This design comes from an exercise in tuning for small area on the open sky130 flow, not from production work. The RTL of this run was laid out without a check of its function.

$ cat flow/run.sh
#!/bin/bash
# synth_recipe.tcl (not shown) runs the flow's synth.tcl, then flattens the netlist and writes it again
# the make line also repeats each setting of config.mk as NAME=value (left out here)
make -C /OpenROAD-flow-scripts/flow DESIGN_CONFIG=/design/flow/config.mk WORK_HOME=/design/flow/orfs CLKGATE_MAP_FILE= SYNTH_SCRIPT=/design/flow/synth_recipe.tcl finish
$ cat flow/config.mk
export PLATFORM = sky130hd
export DESIGN_NAME = anc_top
export DESIGN_NICKNAME = anc_top
export VERILOG_FILES = /design/flow/design.v
export SDC_FILE = /design/flow/constraint.sdc
export NUM_CORES = 4
export LEC_CHECK = 0
export CAP_MARGIN = 20
export CORE_MARGIN = 2
export CORE_UTILIZATION = 40
export SLEW_MARGIN = 20
$ cat flow/constraint.sdc
create_clock -name core_clock -period 12.0 [get_ports {clk}]
set_input_delay 2.4000 -clock core_clock [delete_from_list [all_inputs] [get_ports {clk}]]
set_output_delay 2.4000 -clock core_clock [all_outputs]
set_load 0.01 [all_outputs]
$ cat flow/design.v
package anc_pkg;
    typedef logic signed [14-1:0] sample_t;
    typedef logic signed [16-1:0] weight_t;
    typedef logic signed [14+16+3:0] acc_t;
    typedef logic [3-1:0] tap_idx_t;
    typedef enum logic [4:0] {
        ST_NONE   = 5'b00000,
        ST_IDLE   = 5'b00001,
        ST_FILTER = 5'b00010,
        ST_ERROR  = 5'b00100,
        ST_UPDATE = 5'b01000,
        ST_DONE   = 5'b10000
    } seq_state_t;
    typedef struct packed {
        logic     start;       
        logic     filter_en;   
        logic     error_en;    
        logic     update_en;   
        tap_idx_t tap;
    } frame_ctl_t;
endpackage
module frame_sequencer
(
    input  logic       clk,
    input  logic       rstn,
    input  logic       head_flag,
    output logic       start,
    output logic       filter_en,
    output logic       update_en,
    output logic       out_load,
    output logic       last_upd
);
    logic [4:0] s;
    assign start     = (s == 5'd0) && head_flag;
    assign filter_en = (s >= 5'd1) && (s <= 5'd8);
    assign update_en = (s >= 5'd10) && (s <= 5'd17);
    assign out_load  = (s == 5'd10);
    assign last_upd  = (s == 5'd17);
    always_ff @(posedge clk or negedge rstn)
    begin
        if (!rstn)
            s <= 5'd0;
        else if (s == 5'd0)
        begin
            if (head_flag)
                s <= 5'd1;
        end
        else if (s == 5'd18)
        begin
            if (!head_flag)
                s <= 5'd0;
        end
        else
            s <= s + 5'd1;
    end
endmodule
module step_counter
(
    input  logic       clk,
    output logic [2:0] ptr
);
    always_ff @(posedge clk)
        ptr <= ptr + 3'd1;
endmodule
module ref_delay_line
(
    input  logic               clk,
    input  logic               rstn,
    input  logic               start,
    input  logic signed [13:0] reff,
    input  logic [2:0]         ptr,
    output logic signed [13:0] x
);
    logic signed [13:0] taps [8];
    logic [3:0]         nf;
    always_ff @(posedge clk)
    begin
        if (start)
        begin
            taps[0] <= reff;
            for (int i = 1; i < 8; i++)
                taps[i] <= taps[i-1];
        end
    end
    always_ff @(posedge clk or negedge rstn)
    begin
        if (!rstn)
            nf <= 4'd0;
        else if (start && !nf[3])
            nf <= nf + 4'd1;
    end
    assign x = (nf[3] || (ptr < nf[2:0])) ? taps[ptr] : 14'sd0;
endmodule
module lms_channel
(
    input  logic               clk,
    input  logic               start,
    input  logic               filter_en,
    input  logic               update_en,
    input  logic               wv,
    input  logic signed [13:0] primary,
    input  logic [6:0]         neg,
    input  logic [6:0]         one,
    input  logic [6:0]         two,
    output logic signed [13:0] err
);
    logic signed [15:0] w [8];
    logic signed [32:0] acc;
    logic signed [15:0] w_rd;
    logic signed [15:0] m;
    logic signed [32:0] addend;
    logic signed [32:0] t;
    logic signed [20:0] y;
    assign w_rd = wv ? w[7] : 16'sd0;
    assign y = ~acc[32:12];
    always_comb
    begin
        if (y[20:13] != {8{y[13]}})
            err = y[20] ? -14'sd8192 : 14'sd8191;
        else
            err = y[13:0];
    end
    assign m      = filter_en ? w_rd : (update_en ? 16'(err) : 16'sd0);
    assign addend = update_en ? {2'b00, w_rd, 15'd0} : acc;
    anc_mac mac_i (
        .m   (m),
        .neg (neg),
        .one (one),
        .two (two),
        .add (addend),
        .t   (t)
    );
    always_ff @(posedge clk)
    begin
        if (start)
            acc <= {{7{~primary[13]}}, ~primary, 12'd0};
        else if (filter_en)
            acc <= t;
    end
    always_ff @(posedge clk)
    begin
        w[0] <= update_en ? t[30:15] : w[7];
        for (int i = 1; i < 8; i++)
            w[i] <= w[i-1];
    end
endmodule
module anc_mac
(
    input  logic [15:0] m,
    input  logic [6:0] neg,
    input  logic [6:0] one,
    input  logic [6:0] two,
    input  logic [32:0] add,
    output logic [32:0] t
);
    logic p1;
    logic p2;
    logic p3;
    logic p4;
    logic p5;
    logic p6;
    logic p7;
    logic p8;
    logic p9;
    logic p10;
    logic p11;
    logic p12;
    logic p13;
    logic p14;
    logic p15;
    logic p16;
    logic p17;
    logic p18;
    logic p19;
    logic p20;
    logic p21;
    logic p22;
    logic p23;
    logic p24;
    logic p25;
    logic p26;
    logic p27;
    logic p28;
    logic p29;
    logic p30;
    logic p31;
    logic p32;
    logic p33;
    logic p34;
    logic p35;
    logic p36;
    logic p37;
    logic p38;
    logic p39;
    logic p40;
    logic p41;
    logic p42;
    logic p43;
    logic p44;
    logic p45;
    logic p46;
    logic p47;
    logic p48;
    logic p49;
    logic p50;
    logic p51;
    logic p52;
    logic p53;
    logic p54;
    logic p55;
    logic p56;
    logic p57;
    logic p58;
    logic p59;
    logic p60;
    logic p61;
    logic p62;
    logic p63;
    logic p64;
    logic p65;
    logic p66;
    logic p67;
    logic p68;
    logic p69;
    logic p70;
    logic p71;
    logic p72;
    logic p73;
    logic p74;
    logic p75;
    logic p76;
    logic p77;
    logic p78;
    logic p79;
    logic p80;
    logic p81;
    logic p82;
    logic p83;
    logic p84;
    logic p85;
    logic p86;
    logic p87;
    logic p88;
    logic p89;
    logic p90;
    logic p91;
    logic p92;
    logic p93;
    logic p94;
    logic p95;
    logic p96;
    logic p97;
    logic p98;
    logic p99;
    logic p100;
    logic p101;
    logic p102;
    logic p103;
    logic p104;
    logic p105;
    logic p106;
    logic p107;
    logic p108;
    logic p109;
    logic p110;
    logic p111;
    logic p112;
    logic p113;
    logic p114;
    logic p115;
    logic p116;
    logic p117;
    logic p118;
    logic p119;
    logic p120;
    logic p121;
    logic p122;
    logic p123;
    logic p124;
    logic p125;
    logic p126;
    logic k127;
    logic k128;
    logic k129;
    logic k130;
    logic k131;
    logic k132;
    logic k133;
    logic k134;
    logic k135;
    logic k136;
    logic k137;
    logic s138;
    logic c139;
    logic s140;
    logic c141;
    logic s142;
    logic c143;
    logic s144;
    logic c145;
    logic s146;
    logic c147;
    logic s148;
    logic c149;
    logic s150;
    logic c151;
    logic s152;
    logic c153;
    logic s154;
    logic c155;
    logic s156;
    logic c157;
    logic s158;
    logic c159;
    logic s160;
    logic c161;
    logic s162;
    logic c163;
    logic s164;
    logic c165;
    logic s166;
    logic c167;
    logic s168;
    logic c169;
    logic s170;
    logic c171;
    logic s172;
    logic c173;
    logic s174;
    logic c175;
    logic s176;
    logic c177;
    logic s178;
    logic c179;
    logic s180;
    logic c181;
    logic s182;
    logic c183;
    logic s184;
    logic c185;
    logic s186;
    logic c187;
    logic s188;
    logic c189;
    logic s190;
    logic c191;
    logic s192;
    logic c193;
    logic s194;
    logic c195;
    logic s196;
    logic c197;
    logic s198;
    logic c199;
    logic s200;
    logic c201;
    logic s202;
    logic c203;
    logic s204;
    logic c205;
    logic s206;
    logic c207;
    logic s208;
    logic c209;
    logic s210;
    logic c211;
    logic s212;
    logic c213;
    logic s214;
    logic c215;
    logic s216;
    logic c217;
    logic s218;
    logic c219;
    logic s220;
    logic c221;
    logic s222;
    logic c223;
    logic s224;
    logic c225;
    logic s226;
    logic c227;
    logic s228;
    logic c229;
    logic s230;
    logic c231;
    logic s232;
    logic c233;
    logic s234;
    logic c235;
    logic s236;
    logic c237;
    logic s238;
    logic c239;
    logic s240;
    logic c241;
    logic s242;
    logic c243;
    logic s244;
    logic c245;
    logic s246;
    logic c247;
    logic s248;
    logic c249;
    logic s250;
    logic c251;
    logic s252;
    logic c253;
    logic s254;
    logic c255;
    logic s256;
    logic c257;
    logic s258;
    logic c259;
    logic s260;
    logic c261;
    logic s262;
    logic c263;
    logic s264;
    logic c265;
    logic s266;
    logic c267;
    logic s268;
    logic c269;
    logic s270;
    logic c271;
    logic s272;
    logic c273;
    logic s274;
    logic c275;
    logic s276;
    logic c277;
    logic s278;
    logic c279;
    logic s280;
    logic c281;
    logic s282;
    logic c283;
    logic s284;
    logic c285;
    logic s286;
    logic c287;
    logic s288;
    logic c289;
    logic s290;
    logic c291;
    logic s292;
    logic c293;
    logic s294;
    logic c295;
    logic s296;
    logic c297;
    logic s298;
    logic c299;
    logic s300;
    logic c301;
    logic s302;
    logic c303;
    logic s304;
    logic c305;
    logic s306;
    logic c307;
    logic s308;
    logic c309;
    logic s310;
    logic c311;
    logic s312;
    logic c313;
    logic s314;
    logic c315;
    logic s316;
    logic c317;
    logic s318;
    logic c319;
    logic s320;
    logic c321;
    logic s322;
    logic c323;
    logic s324;
    logic c325;
    logic s326;
    logic c327;
    logic s328;
    logic c329;
    logic s330;
    logic c331;
    logic s332;
    logic c333;
    logic s334;
    logic c335;
    logic s336;
    logic c337;
    logic s338;
    logic c339;
    logic s340;
    logic c341;
    logic s342;
    logic c343;
    logic s344;
    logic c345;
    logic s346;
    logic c347;
    logic s348;
    logic c349;
    logic s350;
    logic c351;
    logic s352;
    logic c353;
    logic s354;
    logic c355;
    logic s356;
    logic c357;
    logic s358;
    logic c359;
    logic s360;
    logic c361;
    logic s362;
    logic c363;
    logic s364;
    logic c365;
    logic s366;
    logic c367;
    logic s368;
    logic c369;
    logic s370;
    logic c371;
    logic s372;
    logic c373;
    logic s374;
    logic c375;
    logic s376;
    logic c377;
    logic s378;
    logic c379;
    logic s380;
    logic c381;
    logic s382;
    logic c383;
    logic s384;
    logic c385;
    logic s386;
    logic c387;
    logic s388;
    logic c389;
    logic s390;
    logic c391;
    logic s392;
    logic c393;
    logic s394;
    logic c395;
    logic s396;
    logic c397;
    logic s398;
    logic c399;
    logic s400;
    logic c401;
    logic s402;
    logic c403;
    logic s404;
    logic c405;
    logic s406;
    logic c407;
    logic r408;
    logic r409;
    logic r410;
    logic r411;
    logic r412;
    logic r413;
    logic r414;
    logic r415;
    logic r416;
    logic r417;
    logic r418;
    logic r419;
    logic r420;
    logic r421;
    logic r422;
    logic r423;
    logic r424;
    logic r425;
    logic r426;
    logic r427;
    logic r428;
    logic r429;
    logic r430;
    logic r431;
    logic r432;
    logic r433;
    logic r434;
    logic r435;
    logic r436;
    logic r437;
    logic r438;
    logic r439;
    logic r440;
    assign p1 = (one[0] & m[0]) ^ neg[0];
    assign p2 = ((one[0] & m[1]) | (two[0] & m[0])) ^ neg[0];
    assign p3 = ((one[0] & m[2]) | (two[0] & m[1])) ^ neg[0];
    assign p4 = ((one[0] & m[3]) | (two[0] & m[2])) ^ neg[0];
    assign p5 = ((one[0] & m[4]) | (two[0] & m[3])) ^ neg[0];
    assign p6 = ((one[0] & m[5]) | (two[0] & m[4])) ^ neg[0];
    assign p7 = ((one[0] & m[6]) | (two[0] & m[5])) ^ neg[0];
    assign p8 = ((one[0] & m[7]) | (two[0] & m[6])) ^ neg[0];
    assign p9 = ((one[0] & m[8]) | (two[0] & m[7])) ^ neg[0];
    assign p10 = ((one[0] & m[9]) | (two[0] & m[8])) ^ neg[0];
    assign p11 = ((one[0] & m[10]) | (two[0] & m[9])) ^ neg[0];
    assign p12 = ((one[0] & m[11]) | (two[0] & m[10])) ^ neg[0];
    assign p13 = ((one[0] & m[12]) | (two[0] & m[11])) ^ neg[0];
    assign p14 = ((one[0] & m[13]) | (two[0] & m[12])) ^ neg[0];
    assign p15 = ((one[0] & m[14]) | (two[0] & m[13])) ^ neg[0];
    assign p16 = ((one[0] & m[15]) | (two[0] & m[14])) ^ neg[0];
    assign p17 = ((one[0] & m[15]) | (two[0] & m[15])) ^ neg[0];
    assign p18 = ~p17;
    assign p19 = (one[1] & m[0]) ^ neg[1];
    assign p20 = ((one[1] & m[1]) | (two[1] & m[0])) ^ neg[1];
    assign p21 = ((one[1] & m[2]) | (two[1] & m[1])) ^ neg[1];
    assign p22 = ((one[1] & m[3]) | (two[1] & m[2])) ^ neg[1];
    assign p23 = ((one[1] & m[4]) | (two[1] & m[3])) ^ neg[1];
    assign p24 = ((one[1] & m[5]) | (two[1] & m[4])) ^ neg[1];
    assign p25 = ((one[1] & m[6]) | (two[1] & m[5])) ^ neg[1];
    assign p26 = ((one[1] & m[7]) | (two[1] & m[6])) ^ neg[1];
    assign p27 = ((one[1] & m[8]) | (two[1] & m[7])) ^ neg[1];
    assign p28 = ((one[1] & m[9]) | (two[1] & m[8])) ^ neg[1];
    assign p29 = ((one[1] & m[10]) | (two[1] & m[9])) ^ neg[1];
    assign p30 = ((one[1] & m[11]) | (two[1] & m[10])) ^ neg[1];
    assign p31 = ((one[1] & m[12]) | (two[1] & m[11])) ^ neg[1];
    assign p32 = ((one[1] & m[13]) | (two[1] & m[12])) ^ neg[1];
    assign p33 = ((one[1] & m[14]) | (two[1] & m[13])) ^ neg[1];
    assign p34 = ((one[1] & m[15]) | (two[1] & m[14])) ^ neg[1];
    assign p35 = ((one[1] & m[15]) | (two[1] & m[15])) ^ neg[1];
    assign p36 = ~p35;
    assign p37 = (one[2] & m[0]) ^ neg[2];
    assign p38 = ((one[2] & m[1]) | (two[2] & m[0])) ^ neg[2];
    assign p39 = ((one[2] & m[2]) | (two[2] & m[1])) ^ neg[2];
    assign p40 = ((one[2] & m[3]) | (two[2] & m[2])) ^ neg[2];
    assign p41 = ((one[2] & m[4]) | (two[2] & m[3])) ^ neg[2];
    assign p42 = ((one[2] & m[5]) | (two[2] & m[4])) ^ neg[2];
    assign p43 = ((one[2] & m[6]) | (two[2] & m[5])) ^ neg[2];
    assign p44 = ((one[2] & m[7]) | (two[2] & m[6])) ^ neg[2];
    assign p45 = ((one[2] & m[8]) | (two[2] & m[7])) ^ neg[2];
    assign p46 = ((one[2] & m[9]) | (two[2] & m[8])) ^ neg[2];
    assign p47 = ((one[2] & m[10]) | (two[2] & m[9])) ^ neg[2];
    assign p48 = ((one[2] & m[11]) | (two[2] & m[10])) ^ neg[2];
    assign p49 = ((one[2] & m[12]) | (two[2] & m[11])) ^ neg[2];
    assign p50 = ((one[2] & m[13]) | (two[2] & m[12])) ^ neg[2];
    assign p51 = ((one[2] & m[14]) | (two[2] & m[13])) ^ neg[2];
    assign p52 = ((one[2] & m[15]) | (two[2] & m[14])) ^ neg[2];
    assign p53 = ((one[2] & m[15]) | (two[2] & m[15])) ^ neg[2];
    assign p54 = ~p53;
    assign p55 = (one[3] & m[0]) ^ neg[3];
    assign p56 = ((one[3] & m[1]) | (two[3] & m[0])) ^ neg[3];
    assign p57 = ((one[3] & m[2]) | (two[3] & m[1])) ^ neg[3];
    assign p58 = ((one[3] & m[3]) | (two[3] & m[2])) ^ neg[3];
    assign p59 = ((one[3] & m[4]) | (two[3] & m[3])) ^ neg[3];
    assign p60 = ((one[3] & m[5]) | (two[3] & m[4])) ^ neg[3];
    assign p61 = ((one[3] & m[6]) | (two[3] & m[5])) ^ neg[3];
    assign p62 = ((one[3] & m[7]) | (two[3] & m[6])) ^ neg[3];
    assign p63 = ((one[3] & m[8]) | (two[3] & m[7])) ^ neg[3];
    assign p64 = ((one[3] & m[9]) | (two[3] & m[8])) ^ neg[3];
    assign p65 = ((one[3] & m[10]) | (two[3] & m[9])) ^ neg[3];
    assign p66 = ((one[3] & m[11]) | (two[3] & m[10])) ^ neg[3];
    assign p67 = ((one[3] & m[12]) | (two[3] & m[11])) ^ neg[3];
    assign p68 = ((one[3] & m[13]) | (two[3] & m[12])) ^ neg[3];
    assign p69 = ((one[3] & m[14]) | (two[3] & m[13])) ^ neg[3];
    assign p70 = ((one[3] & m[15]) | (two[3] & m[14])) ^ neg[3];
    assign p71 = ((one[3] & m[15]) | (two[3] & m[15])) ^ neg[3];
    assign p72 = ~p71;
    assign p73 = (one[4] & m[0]) ^ neg[4];
    assign p74 = ((one[4] & m[1]) | (two[4] & m[0])) ^ neg[4];
    assign p75 = ((one[4] & m[2]) | (two[4] & m[1])) ^ neg[4];
    assign p76 = ((one[4] & m[3]) | (two[4] & m[2])) ^ neg[4];
    assign p77 = ((one[4] & m[4]) | (two[4] & m[3])) ^ neg[4];
    assign p78 = ((one[4] & m[5]) | (two[4] & m[4])) ^ neg[4];
    assign p79 = ((one[4] & m[6]) | (two[4] & m[5])) ^ neg[4];
    assign p80 = ((one[4] & m[7]) | (two[4] & m[6])) ^ neg[4];
    assign p81 = ((one[4] & m[8]) | (two[4] & m[7])) ^ neg[4];
    assign p82 = ((one[4] & m[9]) | (two[4] & m[8])) ^ neg[4];
    assign p83 = ((one[4] & m[10]) | (two[4] & m[9])) ^ neg[4];
    assign p84 = ((one[4] & m[11]) | (two[4] & m[10])) ^ neg[4];
    assign p85 = ((one[4] & m[12]) | (two[4] & m[11])) ^ neg[4];
    assign p86 = ((one[4] & m[13]) | (two[4] & m[12])) ^ neg[4];
    assign p87 = ((one[4] & m[14]) | (two[4] & m[13])) ^ neg[4];
    assign p88 = ((one[4] & m[15]) | (two[4] & m[14])) ^ neg[4];
    assign p89 = ((one[4] & m[15]) | (two[4] & m[15])) ^ neg[4];
    assign p90 = ~p89;
    assign p91 = (one[5] & m[0]) ^ neg[5];
    assign p92 = ((one[5] & m[1]) | (two[5] & m[0])) ^ neg[5];
    assign p93 = ((one[5] & m[2]) | (two[5] & m[1])) ^ neg[5];
    assign p94 = ((one[5] & m[3]) | (two[5] & m[2])) ^ neg[5];
    assign p95 = ((one[5] & m[4]) | (two[5] & m[3])) ^ neg[5];
    assign p96 = ((one[5] & m[5]) | (two[5] & m[4])) ^ neg[5];
    assign p97 = ((one[5] & m[6]) | (two[5] & m[5])) ^ neg[5];
    assign p98 = ((one[5] & m[7]) | (two[5] & m[6])) ^ neg[5];
    assign p99 = ((one[5] & m[8]) | (two[5] & m[7])) ^ neg[5];
    assign p100 = ((one[5] & m[9]) | (two[5] & m[8])) ^ neg[5];
    assign p101 = ((one[5] & m[10]) | (two[5] & m[9])) ^ neg[5];
    assign p102 = ((one[5] & m[11]) | (two[5] & m[10])) ^ neg[5];
    assign p103 = ((one[5] & m[12]) | (two[5] & m[11])) ^ neg[5];
    assign p104 = ((one[5] & m[13]) | (two[5] & m[12])) ^ neg[5];
    assign p105 = ((one[5] & m[14]) | (two[5] & m[13])) ^ neg[5];
    assign p106 = ((one[5] & m[15]) | (two[5] & m[14])) ^ neg[5];
    assign p107 = ((one[5] & m[15]) | (two[5] & m[15])) ^ neg[5];
    assign p108 = ~p107;
    assign p109 = (one[6] & m[0]) ^ neg[6];
    assign p110 = ((one[6] & m[1]) | (two[6] & m[0])) ^ neg[6];
    assign p111 = ((one[6] & m[2]) | (two[6] & m[1])) ^ neg[6];
    assign p112 = ((one[6] & m[3]) | (two[6] & m[2])) ^ neg[6];
    assign p113 = ((one[6] & m[4]) | (two[6] & m[3])) ^ neg[6];
    assign p114 = ((one[6] & m[5]) | (two[6] & m[4])) ^ neg[6];
    assign p115 = ((one[6] & m[6]) | (two[6] & m[5])) ^ neg[6];
    assign p116 = ((one[6] & m[7]) | (two[6] & m[6])) ^ neg[6];
    assign p117 = ((one[6] & m[8]) | (two[6] & m[7])) ^ neg[6];
    assign p118 = ((one[6] & m[9]) | (two[6] & m[8])) ^ neg[6];
    assign p119 = ((one[6] & m[10]) | (two[6] & m[9])) ^ neg[6];
    assign p120 = ((one[6] & m[11]) | (two[6] & m[10])) ^ neg[6];
    assign p121 = ((one[6] & m[12]) | (two[6] & m[11])) ^ neg[6];
    assign p122 = ((one[6] & m[13]) | (two[6] & m[12])) ^ neg[6];
    assign p123 = ((one[6] & m[14]) | (two[6] & m[13])) ^ neg[6];
    assign p124 = ((one[6] & m[15]) | (two[6] & m[14])) ^ neg[6];
    assign p125 = ((one[6] & m[15]) | (two[6] & m[15])) ^ neg[6];
    assign p126 = ~p125;
    assign k127 = ~p18;
    assign k128 = ~p34;
    assign k129 = ~p52;
    assign k130 = ~p70;
    assign k131 = ~p88;
    assign k132 = ~p106;
    assign k133 = ~p124;
    assign k134 = ~add[29];
    assign k135 = ~add[30];
    assign k136 = ~add[31];
    assign k137 = ~add[32];
    assign s138 = p9 ^ p25;
    assign c139 = p9 & p25;
    assign s140 = p10 ^ p26;
    assign c141 = p10 & p26;
    assign s142 = p11 ^ p27 ^ p43;
    assign c143 = (p11 & p27) | (p11 & p43) | (p27 & p43);
    assign s144 = p59 ^ p75;
    assign c145 = p59 & p75;
    assign s146 = p12 ^ p28 ^ p44;
    assign c147 = (p12 & p28) | (p12 & p44) | (p28 & p44);
    assign s148 = p60 ^ p76;
    assign c149 = p60 & p76;
    assign s150 = p13 ^ p29 ^ p45;
    assign c151 = (p13 & p29) | (p13 & p45) | (p29 & p45);
    assign s152 = p61 ^ p77 ^ p93;
    assign c153 = (p61 & p77) | (p61 & p93) | (p77 & p93);
    assign s154 = p109 ^ neg[6];
    assign c155 = p109 & neg[6];
    assign s156 = p14 ^ p30 ^ p46;
    assign c157 = (p14 & p30) | (p14 & p46) | (p30 & p46);
    assign s158 = p62 ^ p78 ^ p94;
    assign c159 = (p62 & p78) | (p62 & p94) | (p78 & p94);
    assign s160 = p110 ^ add[13];
    assign c161 = p110 & add[13];
    assign s162 = p15 ^ p31 ^ p47;
    assign c163 = (p15 & p31) | (p15 & p47) | (p31 & p47);
    assign s164 = p63 ^ p79 ^ p95;
    assign c165 = (p63 & p79) | (p63 & p95) | (p79 & p95);
    assign s166 = p111 ^ add[14];
    assign c167 = p111 & add[14];
    assign s168 = p16 ^ p32 ^ p48;
    assign c169 = (p16 & p32) | (p16 & p48) | (p32 & p48);
    assign s170 = p64 ^ p80 ^ p96;
    assign c171 = (p64 & p80) | (p64 & p96) | (p80 & p96);
    assign s172 = p112 ^ add[15];
    assign c173 = p112 & add[15];
    assign s174 = p33 ^ p49 ^ p65;
    assign c175 = (p33 & p49) | (p33 & p65) | (p49 & p65);
    assign s176 = p81 ^ p97 ^ p113;
    assign c177 = (p81 & p97) | (p81 & p113) | (p97 & p113);
    assign s178 = add[16] ^ k127;
    assign c179 = add[16] & k127;
    assign s180 = p50 ^ p66 ^ p82;
    assign c181 = (p50 & p66) | (p50 & p82) | (p66 & p82);
    assign s182 = p98 ^ p114 ^ add[17];
    assign c183 = (p98 & p114) | (p98 & add[17]) | (p114 & add[17]);
    assign s184 = p18 ^ k128;
    assign c185 = p18 & k128;
    assign s186 = p36 ^ p51 ^ p67;
    assign c187 = (p36 & p51) | (p36 & p67) | (p51 & p67);
    assign s188 = p83 ^ p99 ^ p115;
    assign c189 = (p83 & p99) | (p83 & p115) | (p99 & p115);
    assign s190 = add[18] ^ p34;
    assign c191 = add[18] & p34;
    assign s192 = p68 ^ p84 ^ p100;
    assign c193 = (p68 & p84) | (p68 & p100) | (p84 & p100);
    assign s194 = p116 ^ add[19];
    assign c195 = p116 & add[19];
    assign s196 = p54 ^ p69 ^ p85;
    assign c197 = (p54 & p69) | (p54 & p85) | (p69 & p85);
    assign s198 = p101 ^ p117;
    assign c199 = p101 & p117;
    assign s200 = p86 ^ p102;
    assign c201 = p86 & p102;
    assign s202 = p72 ^ p87;
    assign c203 = p72 & p87;
    assign s204 = p5 ^ p21;
    assign c205 = p5 & p21;
    assign s206 = p6 ^ p22;
    assign c207 = p6 & p22;
    assign s208 = p7 ^ p23 ^ p39;
    assign c209 = (p7 & p23) | (p7 & p39) | (p23 & p39);
    assign s210 = p55 ^ neg[3];
    assign c211 = p55 & neg[3];
    assign s212 = p8 ^ p24 ^ p40;
    assign c213 = (p8 & p24) | (p8 & p40) | (p24 & p40);
    assign s214 = p56 ^ add[7];
    assign c215 = p56 & add[7];
    assign s216 = s138 ^ p41 ^ p57;
    assign c217 = (s138 & p41) | (s138 & p57) | (p41 & p57);
    assign s218 = p73 ^ neg[4] ^ add[8];
    assign c219 = (p73 & neg[4]) | (p73 & add[8]) | (neg[4] & add[8]);
    assign s220 = c139 ^ s140 ^ p42;
    assign c221 = (c139 & s140) | (c139 & p42) | (s140 & p42);
    assign s222 = p58 ^ p74 ^ add[9];
    assign c223 = (p58 & p74) | (p58 & add[9]) | (p74 & add[9]);
    assign s224 = c141 ^ s142 ^ s144;
    assign c225 = (c141 & s142) | (c141 & s144) | (s142 & s144);
    assign s226 = p91 ^ neg[5] ^ add[10];
    assign c227 = (p91 & neg[5]) | (p91 & add[10]) | (neg[5] & add[10]);
    assign s228 = c143 ^ c145 ^ s146;
    assign c229 = (c143 & c145) | (c143 & s146) | (c145 & s146);
    assign s230 = s148 ^ p92 ^ add[11];
    assign c231 = (s148 & p92) | (s148 & add[11]) | (p92 & add[11]);
    assign s232 = c147 ^ c149 ^ s150;
    assign c233 = (c147 & c149) | (c147 & s150) | (c149 & s150);
    assign s234 = s152 ^ s154 ^ add[12];
    assign c235 = (s152 & s154) | (s152 & add[12]) | (s154 & add[12]);
    assign s236 = c151 ^ c153 ^ c155;
    assign c237 = (c151 & c153) | (c151 & c155) | (c153 & c155);
    assign s238 = s156 ^ s158 ^ s160;
    assign c239 = (s156 & s158) | (s156 & s160) | (s158 & s160);
    assign s240 = c157 ^ c159 ^ c161;
    assign c241 = (c157 & c159) | (c157 & c161) | (c159 & c161);
    assign s242 = s162 ^ s164 ^ s166;
    assign c243 = (s162 & s164) | (s162 & s166) | (s164 & s166);
    assign s244 = c163 ^ c165 ^ c167;
    assign c245 = (c163 & c165) | (c163 & c167) | (c165 & c167);
    assign s246 = s168 ^ s170 ^ s172;
    assign c247 = (s168 & s170) | (s168 & s172) | (s170 & s172);
    assign s248 = c169 ^ c171 ^ c173;
    assign c249 = (c169 & c171) | (c169 & c173) | (c171 & c173);
    assign s250 = s174 ^ s176 ^ s178;
    assign c251 = (s174 & s176) | (s174 & s178) | (s176 & s178);
    assign s252 = c175 ^ c177 ^ c179;
    assign c253 = (c175 & c177) | (c175 & c179) | (c177 & c179);
    assign s254 = s180 ^ s182 ^ s184;
    assign c255 = (s180 & s182) | (s180 & s184) | (s182 & s184);
    assign s256 = c181 ^ c183 ^ c185;
    assign c257 = (c181 & c183) | (c181 & c185) | (c183 & c185);
    assign s258 = s186 ^ s188 ^ s190;
    assign c259 = (s186 & s188) | (s186 & s190) | (s188 & s190);
    assign s260 = c187 ^ c189 ^ c191;
    assign c261 = (c187 & c189) | (c187 & c191) | (c189 & c191);
    assign s262 = s192 ^ s194 ^ k129;
    assign c263 = (s192 & s194) | (s192 & k129) | (s194 & k129);
    assign s264 = c193 ^ c195 ^ s196;
    assign c265 = (c193 & c195) | (c193 & s196) | (c195 & s196);
    assign s266 = s198 ^ add[20] ^ p52;
    assign c267 = (s198 & add[20]) | (s198 & p52) | (add[20] & p52);
    assign s268 = c197 ^ c199 ^ s200;
    assign c269 = (c197 & c199) | (c197 & s200) | (c199 & s200);
    assign s270 = p118 ^ add[21] ^ k130;
    assign c271 = (p118 & add[21]) | (p118 & k130) | (add[21] & k130);
    assign s272 = c201 ^ s202 ^ p103;
    assign c273 = (c201 & s202) | (c201 & p103) | (s202 & p103);
    assign s274 = p119 ^ add[22] ^ p70;
    assign c275 = (p119 & add[22]) | (p119 & p70) | (add[22] & p70);
    assign s276 = c203 ^ p104 ^ p120;
    assign c277 = (c203 & p104) | (c203 & p120) | (p104 & p120);
    assign s278 = add[23] ^ k131;
    assign c279 = add[23] & k131;
    assign s280 = p90 ^ p105 ^ p121;
    assign c281 = (p90 & p105) | (p90 & p121) | (p105 & p121);
    assign s282 = add[24] ^ p88;
    assign c283 = add[24] & p88;
    assign s284 = p122 ^ add[25];
    assign c285 = p122 & add[25];
    assign s286 = p108 ^ p123;
    assign c287 = p108 & p123;
    assign s288 = p3 ^ p19;
    assign c289 = p3 & p19;
    assign s290 = p4 ^ p20;
    assign c291 = p4 & p20;
    assign s292 = s204 ^ p37 ^ neg[2];
    assign c293 = (s204 & p37) | (s204 & neg[2]) | (p37 & neg[2]);
    assign s294 = c205 ^ s206 ^ p38;
    assign c295 = (c205 & s206) | (c205 & p38) | (s206 & p38);
    assign s296 = c207 ^ s208 ^ s210;
    assign c297 = (c207 & s208) | (c207 & s210) | (s208 & s210);
    assign s298 = c209 ^ c211 ^ s212;
    assign c299 = (c209 & c211) | (c209 & s212) | (c211 & s212);
    assign s300 = c213 ^ c215 ^ s216;
    assign c301 = (c213 & c215) | (c213 & s216) | (c215 & s216);
    assign s302 = c217 ^ c219 ^ s220;
    assign c303 = (c217 & c219) | (c217 & s220) | (c219 & s220);
    assign s304 = c221 ^ c223 ^ s224;
    assign c305 = (c221 & c223) | (c221 & s224) | (c223 & s224);
    assign s306 = c225 ^ c227 ^ s228;
    assign c307 = (c225 & c227) | (c225 & s228) | (c227 & s228);
    assign s308 = c229 ^ c231 ^ s232;
    assign c309 = (c229 & c231) | (c229 & s232) | (c231 & s232);
    assign s310 = c233 ^ c235 ^ s236;
    assign c311 = (c233 & c235) | (c233 & s236) | (c235 & s236);
    assign s312 = c237 ^ c239 ^ s240;
    assign c313 = (c237 & c239) | (c237 & s240) | (c239 & s240);
    assign s314 = c241 ^ c243 ^ s244;
    assign c315 = (c241 & c243) | (c241 & s244) | (c243 & s244);
    assign s316 = c245 ^ c247 ^ s248;
    assign c317 = (c245 & c247) | (c245 & s248) | (c247 & s248);
    assign s318 = c249 ^ c251 ^ s252;
    assign c319 = (c249 & c251) | (c249 & s252) | (c251 & s252);
    assign s320 = c253 ^ c255 ^ s256;
    assign c321 = (c253 & c255) | (c253 & s256) | (c255 & s256);
    assign s322 = c257 ^ c259 ^ s260;
    assign c323 = (c257 & c259) | (c257 & s260) | (c259 & s260);
    assign s324 = c261 ^ c263 ^ s264;
    assign c325 = (c261 & c263) | (c261 & s264) | (c263 & s264);
    assign s326 = c265 ^ c267 ^ s268;
    assign c327 = (c265 & c267) | (c265 & s268) | (c267 & s268);
    assign s328 = c269 ^ c271 ^ s272;
    assign c329 = (c269 & c271) | (c269 & s272) | (c271 & s272);
    assign s330 = c273 ^ c275 ^ s276;
    assign c331 = (c273 & c275) | (c273 & s276) | (c275 & s276);
    assign s332 = c277 ^ c279 ^ s280;
    assign c333 = (c277 & c279) | (c277 & s280) | (c279 & s280);
    assign s334 = c281 ^ c283 ^ s284;
    assign c335 = (c281 & c283) | (c281 & s284) | (c283 & s284);
    assign s336 = c285 ^ s286 ^ add[26];
    assign c337 = (c285 & s286) | (c285 & add[26]) | (s286 & add[26]);
    assign s338 = c287 ^ add[27];
    assign c339 = c287 & add[27];
    assign s340 = p126 ^ add[28];
    assign c341 = p126 & add[28];
    assign s342 = p1 ^ neg[0];
    assign c343 = p1 & neg[0];
    assign s344 = p2 ^ add[1];
    assign c345 = p2 & add[1];
    assign s346 = s288 ^ neg[1] ^ add[2];
    assign c347 = (s288 & neg[1]) | (s288 & add[2]) | (neg[1] & add[2]);
    assign s348 = c289 ^ s290 ^ add[3];
    assign c349 = (c289 & s290) | (c289 & add[3]) | (s290 & add[3]);
    assign s350 = c291 ^ s292 ^ add[4];
    assign c351 = (c291 & s292) | (c291 & add[4]) | (s292 & add[4]);
    assign s352 = c293 ^ s294 ^ add[5];
    assign c353 = (c293 & s294) | (c293 & add[5]) | (s294 & add[5]);
    assign s354 = c295 ^ s296 ^ add[6];
    assign c355 = (c295 & s296) | (c295 & add[6]) | (s296 & add[6]);
    assign s356 = c297 ^ s298 ^ s214;
    assign c357 = (c297 & s298) | (c297 & s214) | (s298 & s214);
    assign s358 = c299 ^ s300 ^ s218;
    assign c359 = (c299 & s300) | (c299 & s218) | (s300 & s218);
    assign s360 = c301 ^ s302 ^ s222;
    assign c361 = (c301 & s302) | (c301 & s222) | (s302 & s222);
    assign s362 = c303 ^ s304 ^ s226;
    assign c363 = (c303 & s304) | (c303 & s226) | (s304 & s226);
    assign s364 = c305 ^ s306 ^ s230;
    assign c365 = (c305 & s306) | (c305 & s230) | (s306 & s230);
    assign s366 = c307 ^ s308 ^ s234;
    assign c367 = (c307 & s308) | (c307 & s234) | (s308 & s234);
    assign s368 = c309 ^ s310 ^ s238;
    assign c369 = (c309 & s310) | (c309 & s238) | (s310 & s238);
    assign s370 = c311 ^ s312 ^ s242;
    assign c371 = (c311 & s312) | (c311 & s242) | (s312 & s242);
    assign s372 = c313 ^ s314 ^ s246;
    assign c373 = (c313 & s314) | (c313 & s246) | (s314 & s246);
    assign s374 = c315 ^ s316 ^ s250;
    assign c375 = (c315 & s316) | (c315 & s250) | (s316 & s250);
    assign s376 = c317 ^ s318 ^ s254;
    assign c377 = (c317 & s318) | (c317 & s254) | (s318 & s254);
    assign s378 = c319 ^ s320 ^ s258;
    assign c379 = (c319 & s320) | (c319 & s258) | (s320 & s258);
    assign s380 = c321 ^ s322 ^ s262;
    assign c381 = (c321 & s322) | (c321 & s262) | (s322 & s262);
    assign s382 = c323 ^ s324 ^ s266;
    assign c383 = (c323 & s324) | (c323 & s266) | (s324 & s266);
    assign s384 = c325 ^ s326 ^ s270;
    assign c385 = (c325 & s326) | (c325 & s270) | (s326 & s270);
    assign s386 = c327 ^ s328 ^ s274;
    assign c387 = (c327 & s328) | (c327 & s274) | (s328 & s274);
    assign s388 = c329 ^ s330 ^ s278;
    assign c389 = (c329 & s330) | (c329 & s278) | (s330 & s278);
    assign s390 = c331 ^ s332 ^ s282;
    assign c391 = (c331 & s332) | (c331 & s282) | (s332 & s282);
    assign s392 = c333 ^ s334 ^ k132;
    assign c393 = (c333 & s334) | (c333 & k132) | (s334 & k132);
    assign s394 = c335 ^ s336 ^ p106;
    assign c395 = (c335 & s336) | (c335 & p106) | (s336 & p106);
    assign s396 = c337 ^ s338 ^ k133;
    assign c397 = (c337 & s338) | (c337 & k133) | (s338 & k133);
    assign s398 = c339 ^ s340 ^ p124;
    assign c399 = (c339 & s340) | (c339 & p124) | (s340 & p124);
    assign s400 = c341 ^ k134;
    assign c401 = c341 & k134;
    assign s402 = add[29] ^ k135;
    assign c403 = add[29] & k135;
    assign s404 = add[30] ^ k136;
    assign c405 = add[30] & k136;
    assign s406 = add[31] ^ k137;
    assign c407 = add[31] & k137;
    assign t[0] = s342 ^ add[0];
    assign r408 = s342 & add[0];
    assign t[1] = c343 ^ s344 ^ r408;
    assign r409 = (c343 & s344) | (c343 & r408) | (s344 & r408);
    assign t[2] = c345 ^ s346 ^ r409;
    assign r410 = (c345 & s346) | (c345 & r409) | (s346 & r409);
    assign t[3] = c347 ^ s348 ^ r410;
    assign r411 = (c347 & s348) | (c347 & r410) | (s348 & r410);
    assign t[4] = c349 ^ s350 ^ r411;
    assign r412 = (c349 & s350) | (c349 & r411) | (s350 & r411);
    assign t[5] = c351 ^ s352 ^ r412;
    assign r413 = (c351 & s352) | (c351 & r412) | (s352 & r412);
    assign t[6] = c353 ^ s354 ^ r413;
    assign r414 = (c353 & s354) | (c353 & r413) | (s354 & r413);
    assign t[7] = c355 ^ s356 ^ r414;
    assign r415 = (c355 & s356) | (c355 & r414) | (s356 & r414);
    assign t[8] = c357 ^ s358 ^ r415;
    assign r416 = (c357 & s358) | (c357 & r415) | (s358 & r415);
    assign t[9] = c359 ^ s360 ^ r416;
    assign r417 = (c359 & s360) | (c359 & r416) | (s360 & r416);
    assign t[10] = c361 ^ s362 ^ r417;
    assign r418 = (c361 & s362) | (c361 & r417) | (s362 & r417);
    assign t[11] = c363 ^ s364 ^ r418;
    assign r419 = (c363 & s364) | (c363 & r418) | (s364 & r418);
    assign t[12] = c365 ^ s366 ^ r419;
    assign r420 = (c365 & s366) | (c365 & r419) | (s366 & r419);
    assign t[13] = c367 ^ s368 ^ r420;
    assign r421 = (c367 & s368) | (c367 & r420) | (s368 & r420);
    assign t[14] = c369 ^ s370 ^ r421;
    assign r422 = (c369 & s370) | (c369 & r421) | (s370 & r421);
    assign t[15] = c371 ^ s372 ^ r422;
    assign r423 = (c371 & s372) | (c371 & r422) | (s372 & r422);
    assign t[16] = c373 ^ s374 ^ r423;
    assign r424 = (c373 & s374) | (c373 & r423) | (s374 & r423);
    assign t[17] = c375 ^ s376 ^ r424;
    assign r425 = (c375 & s376) | (c375 & r424) | (s376 & r424);
    assign t[18] = c377 ^ s378 ^ r425;
    assign r426 = (c377 & s378) | (c377 & r425) | (s378 & r425);
    assign t[19] = c379 ^ s380 ^ r426;
    assign r427 = (c379 & s380) | (c379 & r426) | (s380 & r426);
    assign t[20] = c381 ^ s382 ^ r427;
    assign r428 = (c381 & s382) | (c381 & r427) | (s382 & r427);
    assign t[21] = c383 ^ s384 ^ r428;
    assign r429 = (c383 & s384) | (c383 & r428) | (s384 & r428);
    assign t[22] = c385 ^ s386 ^ r429;
    assign r430 = (c385 & s386) | (c385 & r429) | (s386 & r429);
    assign t[23] = c387 ^ s388 ^ r430;
    assign r431 = (c387 & s388) | (c387 & r430) | (s388 & r430);
    assign t[24] = c389 ^ s390 ^ r431;
    assign r432 = (c389 & s390) | (c389 & r431) | (s390 & r431);
    assign t[25] = c391 ^ s392 ^ r432;
    assign r433 = (c391 & s392) | (c391 & r432) | (s392 & r432);
    assign t[26] = c393 ^ s394 ^ r433;
    assign r434 = (c393 & s394) | (c393 & r433) | (s394 & r433);
    assign t[27] = c395 ^ s396 ^ r434;
    assign r435 = (c395 & s396) | (c395 & r434) | (s396 & r434);
    assign t[28] = c397 ^ s398 ^ r435;
    assign r436 = (c397 & s398) | (c397 & r435) | (s398 & r435);
    assign t[29] = c399 ^ s400 ^ r436;
    assign r437 = (c399 & s400) | (c399 & r436) | (s400 & r436);
    assign t[30] = c401 ^ s402 ^ r437;
    assign r438 = (c401 & s402) | (c401 & r437) | (s402 & r437);
    assign t[31] = c403 ^ s404 ^ r438;
    assign r439 = (c403 & s404) | (c403 & r438) | (s404 & r438);
    assign t[32] = c405 ^ s406 ^ r439;
    assign r440 = (c405 & s406) | (c405 & r439) | (s406 & r439);
endmodule
module anc_top
(
    input  logic        clk,
    input  logic        rstn,
    input  logic        head_flag,
    input  anc_pkg::sample_t reff,
    input  anc_pkg::sample_t primary_a,
    input  anc_pkg::sample_t primary_b,
    output anc_pkg::sample_t dout,
    output logic        frame_done
);
    logic start, filter_en, update_en, out_load, last_upd;
    logic [2:0] ptr;
    logic signed [13:0] x;
    logic signed [13:0] err_a;
    logic signed [13:0] err_b;
    logic wv;
    logic [6:0] neg, one, two;
    for (genvar j = 0; j < 7; j++)
    begin : booth
        logic b2, b1, b0;
        assign b2     = x[2*j+1];
        assign b1     = x[2*j];
        assign b0     = (j == 0) ? 1'b0 : x[2*j-1];
        assign neg[j] = b2;
        assign one[j] = b1 ^ b0;
        assign two[j] = (b2 & ~b1 & ~b0) | (~b2 & b1 & b0);
    end
    frame_sequencer seq_i (
        .clk       (clk),
        .rstn      (rstn),
        .head_flag (head_flag),
        .start     (start),
        .filter_en (filter_en),
        .update_en (update_en),
        .out_load  (out_load),
        .last_upd  (last_upd)
    );
    step_counter step_i (
        .clk (clk),
        .ptr (ptr)
    );
    ref_delay_line ref_i (
        .clk   (clk),
        .rstn  (rstn),
        .start (start),
        .reff  (reff),
        .ptr   (ptr),
        .x     (x)
    );
    always_ff @(posedge clk or negedge rstn)
    begin
        if (!rstn)
            wv <= 1'b0;
        else if (last_upd)
            wv <= 1'b1;
    end
    lms_channel chan_a (
        .clk       (clk),
        .start     (start),
        .filter_en (filter_en),
        .update_en (update_en),
        .wv        (wv),
        .primary   (primary_a),
        .neg       (neg),
        .one       (one),
        .two       (two),
        .err       (err_a)
    );
    lms_channel chan_b (
        .clk       (clk),
        .start     (start),
        .filter_en (filter_en),
        .update_en (update_en),
        .wv        (wv),
        .primary   (primary_b),
        .neg       (neg),
        .one       (one),
        .two       (two),
        .err       (err_b)
    );
    always_ff @(posedge clk or negedge rstn)
    begin
        if (!rstn)
        begin
            dout       <= '0;
            frame_done <= 1'b0;
        end
        else
        begin
            frame_done <= out_load;
            if (out_load)
                dout <= err_a + err_b;
        end
    end
endmodule
==> results.ini <==
[run_status]
outcome=finished with violations
violations=negative setup slack

[global_route]
grt_antenna_before_repair=0
grt_max_degree=63
grt_usage=0.247
gr-total-overflow=0
grt_pass1_vias=22602
grt_pass1_wl_um=137000

[layout]
multi_input_area_um2=15700
fill_cells=6426
fin_util=0.486
synthToLayoutAreaGrowth_pct=20.5
diodes=0
layout_common_cells=348 x buf_4, 304 x nand2_1, 291 x inv_1, 280 x dfxtp_1, 204 x fa_1
layout_commonest_cell=buf_4
drive_gt1_frac=0.187
area.sequential_um2=10900
nets=3430

[floorplanning]
die_area_um2=72500
die_width_um=269
start_util=0.403
fp.dieH_um=269
rows=97
io_pins=60
coreArea_um2=69800

[synthesis]
syn_area_um2=28100
ys_seq_elements=462
synthCells=2768
synthesis.nets=3166
yosys-top-cells-area=dfxtp_1 20%, fa_1 19%, edfxtp_1 16%
synth_edf_count=154
yosysTopAreaCell=dfxtp_1
synthDistinctLibCells=78
ys_seq_area_frac=0.388
yosysWarnings=7
avgSynthCellArea_um2=10.2
synth-async-reset-ratio=0.0541
synth_top_area_share=0.201
synthFlopType=dfxtp_1

[timing]
slew_headroom=0.318
timing.final.ws_setup_ps=-2120
rsz0062_at_grt=true
fmax_mhz=70.8
setup-violations-final=28
slew_violations=0
period_needed_ps=14120
hold_viol=0
period_share=1.18
clock-skew-final_ps=23.6
tightest_slew_ps=1020

[worst_hold_path]
hold_depth=0
hold_class=reg -> reg
min_from=chan_b.w[6][2]$_DFF_P_

[critical_path]
critPathLaunch=step_i.ptr[0]$_DFF_P_
reg2reg_depth=50
path_max_fanout=5
path_delay_family=adder cells
critPathMostFrequentCell=fa_2
cp-end-kind=flop
crit_buf_inv=7
critPathSlowestCell=or4_4
start_kind=flop
required_ps=12330
arrival_ps=14450
crit_type=reg -> reg
max_stage_delay_ps=550
cp_num_cells=50
r2r_start=step_i.ptr[0]$_DFF_P_

[clock_tree]
cts_made_buffers=48
cts.sinks=462
clock_tree.buffer_depth=3
insertion_delay_ps=600
htree_levels=2
cts_tree=yes
cts-root-buf=clkbuf_16
path_clk_slew_ps=70

[routing]
ant_nets=0
drt_iter0_markers=1937
drc=0
wire_per_inst_um=22.4
drt-pass1-iter-count=6
vias=22096
viasPerCell=5.51
routed_wl_um=89800

[job]
cap_violations=0

[placement]
io_buffers=59
hpwl_um=68900
routabilityCongestion=0.960

worst register-to-register path: cells and delay by family (launching register included):
kind | cells | cell delay (ps)
xor gates and xnor gates | 3 | 410
adders and majority gates | 33 | 10570
DFF | 1 | 360
and+or+nand+nor | 3 | 1370
buffers and inverters | 7 | 590
AOI/OAI and AO/OA | 4 | 530
cells by family after synthesis:
| kind of cell | share of synthesized area |
|---|---|
| AO/OA/AOI/OAI | 0.162 |
| AND/OR/NAND/NOR | 0.0841 |
| buffers and inverters | 0.0698 |
| flip-flops | 0.388 |
| adder cells (fa/ha/maj) | 0.228 |
| XOR/XNOR | 0.0610 |
| multiplexers | 0.00769 |
flip-flops by register name, indices dropped and copies added (netlist names):
signal	count
wv	1
step_i.ptr	3
chan_a.w	128
chan_b.acc	33
ref_i.taps	112
dout	14
frame_done	1
seq_i.s	5
chan_a.acc	33
ref_i.nf	4
chan_b.w	128
final cells by class:
class                           instances  share of cell area
Clock buffer                           64              0.0399
Clock inverter                         24             0.00904
Inverter                              302              0.0337
Multi-Input combinational cell       1804               0.463
Sequential cell                       462               0.322
Tap cell                              940              0.0347
Timing Repair Buffer                  414              0.0979
layer usage:
metal / track usage / up-vias / wire, µm / part of all wire
met4: 0.0959 / 0 / 3690 / 0.041
met5: 0 / - / 0 / 0
met3: 0.0307 / 160 / 5250 / 0.058
met2: 0.415 / 792 / 43200 / 0.48
met1: 0.324 / 11136 / 37700 / 0.42
li1: - / 10008 / - / -
cells in the mapped netlist (all sizes together), types with 16 or more instances:
| library cell | n |
|---|---|
| and2 | 35 |
| inv | 302 |
| nand2 | 309 |
| o211ai | 16 |
| xor2 | 38 |
| a21oi | 134 |
| dfxtp | 283 |
| nor3 | 23 |
| edfxtp | 154 |
| buf | 50 |
| dfrtp | 25 |
| fa | 261 |
| o21ai | 137 |
| mux2i | 16 |
| nand3 | 55 |
| clkbuf | 150 |
| o22ai | 169 |
| a21o | 18 |
| a32oi | 31 |
| nor2 | 62 |
| xnor2 | 157 |
| a22oi | 42 |
| a22o | 34 |
| ha | 92 |
final timing paths:
kind,to,slack [ps]
worst max-delay path,chan_a.acc[32]$_DFFE_PP_,-2120
worst min-delay path,chan_b.w[7][2]$_DFF_P_,320
worst max register to register,chan_a.acc[32]$_DFFE_PP_,-2120
worst min register to register,chan_b.w[7][2]$_DFF_P_,320
max in group asynchronous,seq_i.s[0]$_DFFE_PN0P_,9480
min in group asynchronous,dout[4]$_DFFE_PN0P_,2200
metrics by stage:
step                      cells  hold WS [ps]  worst slack, ps  area (µm²)  setup TNS (ps)
after floorplan            2768           310            -1890       28400          -24600
after global placement     3914           310            -2140       32100          -30520
after detailed placement   3914           312            -2300       32100          -33590
after CTS                  4003           318            -2100       33800          -28800
after global routing       4010           323            -2550       33900          -39230
final                      4010           319            -2120       33900          -29520
what timing repair did:
item / CTS / global route
pin swaps: 3 / 10
hold buffers: 0 / 0
gates resized for setup: 14 / 13
setup endpoints to repair: 28 / 32
setup buffers: 1 / 7
gates cloned: 0 / 0

## separate check: timing with driven ports
Ports are ideal in the flow. The routed layout listed here was re-timed in OpenROAD. Step 1, drivers: a clkbuf_16 drives clk and a buf_2 each remaining input, both assumed. Step 2 adds t to the input delays and takes it off the output delays; t is the mean of the earliest and latest rising clock arrival at the registers after step 1. Input paths then give back, and output paths get back, about the clock's delay inside the block. a / b / c = ideal ports / drivers / drivers and shift; a / b = the first two.
t (ns): 0.655
slack for setup (ns): -2.121 / -2.121 / -2.121
pins driven straight from the clock port: 1
For this run, drivers alone change the setup slack by 0.000 ns; drivers and shift together by 0.000 ns.
